Context: an optimization exercise on an open-source flow, tuned for small area, a short achievable clock period and few clock cycles per item. The choices shown serve that exercise and are no tape-out recipe.
Function was checked by simulation only, so behaviour that the tests miss may differ from the original.

==> job 3635 <==
==> flow/design.v <==
module salsa_qr (
   input  logic [31:0] a_i,
   input  logic [31:0] b_i,
   input  logic [31:0] c_i,
   input  logic [31:0] d_i,
   output logic [31:0] a_o,
   output logic [31:0] b_o,
   output logic [31:0] c_o,
   output logic [31:0] d_o
);
   logic [31:0] s0, s1, s2, s3;
   assign s0  = a_i + d_i;
   assign b_o = b_i ^ {s0[24:0], s0[31:25]};
   assign s1  = b_o + a_i;
   assign c_o = c_i ^ {s1[22:0], s1[31:23]};
   assign s2  = c_o + b_o;
   assign d_o = d_i ^ {s2[18:0], s2[31:19]};
   assign s3  = d_o + c_o;
   assign a_o = a_i ^ {s3[13:0], s3[31:14]};
endmodule
module salsa_dr_core (
   input  logic [511:0] s_i,
   output logic [511:0] s_o
);
   logic [31:0] x [16];
   logic [31:0] c [16];
   for (genvar i = 0; i < 16; i++) begin : g_words
      assign x[i] = s_i[511-32*i -: 32];
   end
   salsa_qr u_q0 (.a_i(x[0]),  .b_i(x[4]),  .c_i(x[8]),  .d_i(x[12]),
                  .a_o(c[0]),  .b_o(c[4]),  .c_o(c[8]),  .d_o(c[12]));
   salsa_qr u_q1 (.a_i(x[5]),  .b_i(x[9]),  .c_i(x[13]), .d_i(x[1]),
                  .a_o(c[5]),  .b_o(c[9]),  .c_o(c[13]), .d_o(c[1]));
   salsa_qr u_q2 (.a_i(x[10]), .b_i(x[14]), .c_i(x[2]),  .d_i(x[6]),
                  .a_o(c[10]), .b_o(c[14]), .c_o(c[2]),  .d_o(c[6]));
   salsa_qr u_q3 (.a_i(x[15]), .b_i(x[3]),  .c_i(x[7]),  .d_i(x[11]),
                  .a_o(c[15]), .b_o(c[3]),  .c_o(c[7]),  .d_o(c[11]));
   for (genvar i = 0; i < 4; i++) begin : g_row
      for (genvar j = 0; j < 4; j++) begin : g_col
         assign s_o[511-32*(4*i+j) -: 32] = c[4*j+i];
      end
   end
endmodule
module salsa_block_ctrl (
   input  logic         clk,
   input  logic         rst_n,
   input  logic [255:0] key,
   input  logic [63:0]  nonce,
   input  logic [63:0]  ctr_init,
   input  logic         ctr_load,
   input  logic         start,
   output logic [511:0] ks_block,
   output logic         ks_valid,
   input  logic         ks_ready,
   output logic         busy,
   output logic [63:0]  ctr
);
   localparam logic [31:0] SIGMA0 = 32'h6170_7865;
   localparam logic [31:0] SIGMA1 = 32'h3320_646e;
   localparam logic [31:0] SIGMA2 = 32'h7962_2d32;
   localparam logic [31:0] SIGMA3 = 32'h6b20_6574;
   logic [511:0] st;         
   logic [255:0] key_r;
   logic [63:0]  nonce_r;
   logic [4:0]   rnd;
   logic [511:0] init_in;    
   logic [511:0] init_reg;   
   logic [511:0] hr_out;
   logic [511:0] ff_sum;
   logic         last;
   assign init_in  = {SIGMA0, key[255:128], SIGMA1, nonce,
                      ctr[31:0], ctr[63:32], SIGMA2, key[127:0], SIGMA3};
   assign init_reg = {SIGMA0, key_r[255:128], SIGMA1, nonce_r,
                      ctr[31:0], ctr[63:32], SIGMA2, key_r[127:0], SIGMA3};
   salsa_dr_core u_hr (.s_i(st), .s_o(hr_out));
   always_comb begin
      ff_sum = '0;
      for (int i = 0; i < 16; i++) begin
         ff_sum[511-32*i -: 32] = st[511-32*i -: 32] + init_reg[511-32*i -: 32];
      end
   end
   assign last     = (rnd == 5'd20);
   assign ks_block = st;
   always_ff @(posedge clk) begin
      if (!busy) begin
         st      <= init_in;
         key_r   <= key;
         nonce_r <= nonce;
         rnd     <= '0;
      end else if (!ks_valid) begin
         st  <= last ? ff_sum : hr_out;
         rnd <= rnd + 5'd1;
      end
   end
   always_ff @(posedge clk or negedge rst_n) begin
      if (!rst_n) begin
         busy     <= 1'b0;
         ks_valid <= 1'b0;
         ctr      <= '0;
      end else if (!busy) begin
         if (ctr_load) ctr <= ctr_init;
         else if (start) busy <= 1'b1;
      end else if (!ks_valid) begin
         if (last) ks_valid <= 1'b1;
      end else if (ks_ready) begin
         ks_valid <= 1'b0;
         busy     <= 1'b0;
         ctr      <= ctr + 64'd1;
      end
   end
endmodule
module salsa20_core (
   input  logic         clk,
   input  logic         rst_n,
   input  logic [255:0] key,
   input  logic [63:0]  nonce,
   input  logic [63:0]  ctr_init,
   input  logic         ctr_load,
   input  logic         start,
   output logic [511:0] ks_block,
   output logic         ks_valid,
   input  logic         ks_ready,
   output logic         busy,
   output logic [63:0]  ctr
);
   salsa_block_ctrl u_ctrl (
      .clk(clk), .rst_n(rst_n), .key(key), .nonce(nonce), .ctr_init(ctr_init),
      .ctr_load(ctr_load), .start(start), .ks_block(ks_block), .ks_valid(ks_valid),
      .ks_ready(ks_ready), .busy(busy), .ctr(ctr));
endmodule
==> flow/run.sh <==
#!/bin/bash
# synth_recipe.tcl (not shown) runs the flow's synth.tcl, then flattens the netlist and writes it again
# the make line also repeats each setting of config.mk as NAME=value (left out here)
make -C /OpenROAD-flow-scripts/flow DESIGN_CONFIG=/design/flow/config.mk WORK_HOME=/design/flow/orfs CLKGATE_MAP_FILE= SYNTH_SCRIPT=/design/flow/synth_recipe.tcl finish
==> flow/config.mk <==
export PLATFORM = sky130hd
export DESIGN_NAME = salsa20_core
export DESIGN_NICKNAME = salsa20_core
export VERILOG_FILES = /design/flow/design.v
export SDC_FILE = /design/flow/constraint.sdc
export NUM_CORES = 4
export LEC_CHECK = 0
export CAP_MARGIN = 20
export CORE_MARGIN = 2
export CORE_UTILIZATION = 40
export SETUP_SLACK_MARGIN = 0.3
export SLEW_MARGIN = 20
==> flow/constraint.sdc <==
create_clock -name core_clock -period 13.0 [get_ports {clk}]
set_input_delay 2.6000 -clock core_clock [delete_from_list [all_inputs] [get_ports {clk}]]
set_output_delay 2.6000 -clock core_clock [all_outputs]
set_load 0.01 [all_outputs]
==> job 7306: changes against job 3635 <==
--- a/flow/design.v
+++ b/flow/design.v
@@ -1 +1,27 @@
+module salsa_add (
+   input  logic [31:0] x,
+   input  logic [31:0] y,
+   output logic [31:0] s
+);
+   function automatic logic [31:0] add_sk(input logic [31:0] a, input logic [31:0] b);
+      logic [31:0] p0, p, g, pn, gn;
+      p0 = a ^ b;
+      p  = p0;
+      g  = a & b;
+      for (int l = 0; l < 5; l++) begin
+         pn = p;
+         gn = g;
+         for (int i = 0; i < 32; i++) begin
+            if (((i >> l) & 1) == 1) begin
+               gn[i] = g[i] | (p[i] & g[((i >> l) << l) - 1]);
+               pn[i] = p[i] & p[((i >> l) << l) - 1];
+            end
+         end
+         p = pn;
+         g = gn;
+      end
+      add_sk = p0 ^ {g[30:0], 1'b0};
+   endfunction
+   assign s = add_sk(x, y);
+endmodule
 module salsa_qr (
@@ -11,9 +37,9 @@
    logic [31:0] s0, s1, s2, s3;
-   assign s0  = a_i + d_i;
+   salsa_add u_s0 (.x(a_i), .y(d_i), .s(s0));
    assign b_o = b_i ^ {s0[24:0], s0[31:25]};
-   assign s1  = b_o + a_i;
+   salsa_add u_s1 (.x(b_o), .y(a_i), .s(s1));
    assign c_o = c_i ^ {s1[22:0], s1[31:23]};
-   assign s2  = c_o + b_o;
+   salsa_add u_s2 (.x(c_o), .y(b_o), .s(s2));
    assign d_o = d_i ^ {s2[18:0], s2[31:19]};
-   assign s3  = d_o + c_o;
+   salsa_add u_s3 (.x(d_o), .y(c_o), .s(s3));
    assign a_o = a_i ^ {s3[13:0], s3[31:14]};
@@ -75,7 +101,5 @@
    salsa_dr_core u_hr (.s_i(st), .s_o(hr_out));
-   always_comb begin
-      ff_sum = '0;
-      for (int i = 0; i < 16; i++) begin
-         ff_sum[511-32*i -: 32] = st[511-32*i -: 32] + init_reg[511-32*i -: 32];
-      end
+   for (genvar i = 0; i < 16; i++) begin : g_ff
+      salsa_add u_ff (.x(st[511-32*i -: 32]), .y(init_reg[511-32*i -: 32]),
+                      .s(ff_sum[511-32*i -: 32]));
    end
- CORE_UTILIZATION: 40 -> 52
- SETUP_SLACK_MARGIN: 0.3 -> 2
==> reports/summary.txt <==
Non-Filler Instances = 13029
Resize count post-CTS = 0
crit share post-route = 94.7%
Critical Path Source = u_ctrl.st[289]
# clk buffers = 141
CP peak stage delay = 0.59 ns
met2 WL post-DR = 201000 µm
fraction of area in multi-input gates = 54.5%
Critical R2R Capture = u_ctrl.st[177]
status = complete, no violations
mean routed wirelength per cell = 37.1 µm
number of vias per cell = 6.46
n_taps = 2688
Source of the figures above: job 3635

==> reports/summary.txt <==
Non-Filler Instances = 10893
synth top area cells = edfxtp_1, ha_1, xnor2_1, a21oi_1, xor2_1
Layout clock area frac = 3.73%
fraction of area in multi-input gates = 51.7%
Seq area share = 26.8%
crit share post-route = 85.1%
minimum clock period = 11.06 ns
Critical R2R Capture = u_ctrl.st[337]
synth warn = 6
number of vias per cell = 6.97
status = complete, no violations
final-layout non-clock buffer area share = 13.7%
CP peak stage delay = 0.91 ns
n_taps = 1903
met2 WL post-DR = 163000 µm
Source of the figures above: job 7306

Testbench counts of job 3635, summed over its fixed seeds: cycles 5,888, blocks 256.
Testbench counts of job 7306, summed over its fixed seeds: cycles 5,888, blocks 256.

========
==> inputs of trial 80 <==
salsa20_core, a different RTL version from the one above (not shown whole).
==> module salsa_addxor, before the edit <==
module salsa_addxor #(
   parameter int R = 7
) (
   input  logic [31:0] x,
   input  logic [31:0] y,
   input  logic [31:0] w,
   output logic [31:0] z
);
   function automatic logic [31:0] carries(input logic [31:0] a, input logic [31:0] b);
      logic [31:0] p, g, pn, gn;
      p = a ^ b;
      g = a & b;
      for (int l = 0; l < 5; l++) begin
         pn = p;
         gn = g;
         for (int i = 0; i < 32; i++) begin
            if (((i >> l) & 1) == 1) begin
               gn[i] = g[i] | (p[i] & g[((i >> l) << l) - 1]);
               pn[i] = p[i] & p[((i >> l) << l) - 1];
            end
         end
         p = pn;
         g = gn;
      end
      carries = {g[30:0], 1'b0};
   endfunction
   logic [31:0] p, c, wp;
   assign p  = x ^ y;
   assign c  = carries(x, y);
   assign wp = w ^ {p[31-R:0], p[31:32-R]};
   assign z  = wp ^ {c[31-R:0], c[31:32-R]};
endmodule
==> module salsa_qr, before the edit <==
module salsa_qr (
   input  logic [31:0] a_i,
   input  logic [31:0] b_i,
   input  logic [31:0] c_i,
   input  logic [31:0] d_i,
   output logic [31:0] a_o,
   output logic [31:0] b_o,
   output logic [31:0] c_o,
   output logic [31:0] d_o
);
   salsa_addxor #(.R(7))  u_s0 (.x(a_i), .y(d_i), .w(b_i), .z(b_o));
   salsa_addxor #(.R(9))  u_s1 (.x(b_o), .y(a_i), .w(c_i), .z(c_o));
   salsa_addxor #(.R(13)) u_s2 (.x(c_o), .y(b_o), .w(d_i), .z(d_o));
   salsa_addxor #(.R(18)) u_s3 (.x(d_o), .y(c_o), .w(a_i), .z(a_o));
endmodule
Settings: LEC_CHECK=0, CAP_MARGIN=20, CORE_MARGIN=2, CORE_UTILIZATION=52, SETUP_SLACK_MARGIN=2, SLEW_MARGIN=20; clock period 13.0 ns.
run.sh (not shown) runs the stock make flow with config.mk's settings and CLKGATE_MAP_FILE= SYNTH_SCRIPT=/design/flow/synth_recipe.tcl, a recipe that flattens the netlist after the stock synthesis.
==> trial 40: changes against trial 80 <==
==> flow/design.v, changed modules only <==
module salsa_qr (
   input  logic [31:0] a_i,
   input  logic [31:0] b_i,
   input  logic [31:0] c_i,
   input  logic [31:0] d_i,
   output logic [31:0] a_o,
   output logic [31:0] b_o,
   output logic [31:0] c_o,
   output logic [31:0] d_o
);
   logic [31:0] s0, s1, s2, s3;
   salsa_add u_s0 (.x(a_i), .y(d_i), .s(s0));
   assign b_o = b_i ^ {s0[24:0], s0[31:25]};
   salsa_add u_s1 (.x(b_o), .y(a_i), .s(s1));
   assign c_o = c_i ^ {s1[22:0], s1[31:23]};
   salsa_add u_s2 (.x(c_o), .y(b_o), .s(s2));
   assign d_o = d_i ^ {s2[18:0], s2[31:19]};
   salsa_add u_s3 (.x(d_o), .y(c_o), .s(s3));
   assign a_o = a_i ^ {s3[13:0], s3[31:14]};
endmodule
// module salsa_addxor removed
--- a/flow/config.mk
+++ b/flow/config.mk
@@ -7,6 +7,7 @@
 export LEC_CHECK = 0
+export ABC_AREA = 1
 export CAP_MARGIN = 20
 export CORE_MARGIN = 2
-export CORE_UTILIZATION = 52
-export SETUP_SLACK_MARGIN = 2
+export CORE_UTILIZATION = 40
+export SETUP_SLACK_MARGIN = 0.3
 export SLEW_MARGIN = 20
==> results.yml <==
routing:
  wl_met1_um: 185000
  via_count: 85693
global_route:
  grt_pass1_wl_um: 636000
  grtUsageMet2_pct: 64.2
status:
  status: "no timing/DRC/antenna violations"
critical_path:
  worstPathArrival_ps: 12140
  rrSetupSlack_ps: 1520
  worstPathMaxFanout: 8
cells_and_area:
  nets: 13143
timing:
  min_period_ps: 11480
Source of the figures above: trial 40

==> results.yml <==
critical_path:
  worstPathArrival_ps: 11400
  worstPathMaxFanout: 6
  rrSetupSlack_ps: 2230
cells_and_area:
  nets: 10125
routing:
  via_count: 75040
  wl_met1_um: 134000
global_route:
  grtUsageMet2_pct: 74.8
status:
  status: "no timing/DRC/antenna violations"
Source of the figures above: trial 80

Testbench counts of trial 80, summed over its fixed seeds: cycles 5,888, blocks 256.
Testbench counts of trial 40, summed over its fixed seeds: cycles 5,888, blocks 256.

[re-timing with driven ports]
No port has a modelled driver above. Below, the same layouts with a new extraction and two added sets of constraints.
Step 1, drivers: a clkbuf_16 drives clk and a buf_2 each remaining input, both assumed.
Step 2 times the ports against the registers' clock, not the clock port: input delays grow and output delays shrink by t, the midpoint of the rising clock arrivals with the driver on.
Slacks: ideal / step 1 / step 2; pairs: ideal / step 1.
| run | shift t [ns] | setup slack, ns | worst setup path at the end | worst slew at a driven data input, ns |
|---|---|---|---|---|
| job 3635 | 0.907 | 0.688 / 0.688 / 0.688 | register to register | 0.25 |
| job 7306 | 0.829 | 1.939 / 1.939 / 1.939 | register to register | 0.25 |
| trial 80 | 0.847 | 2.229 / 2.229 / 2.229 | register to register | 0.24 |
| trial 40 | 0.912 | 1.519 / 1.519 / 1.519 | register to register | 0.26 |
After both steps setup and hold are still met in every run listed.
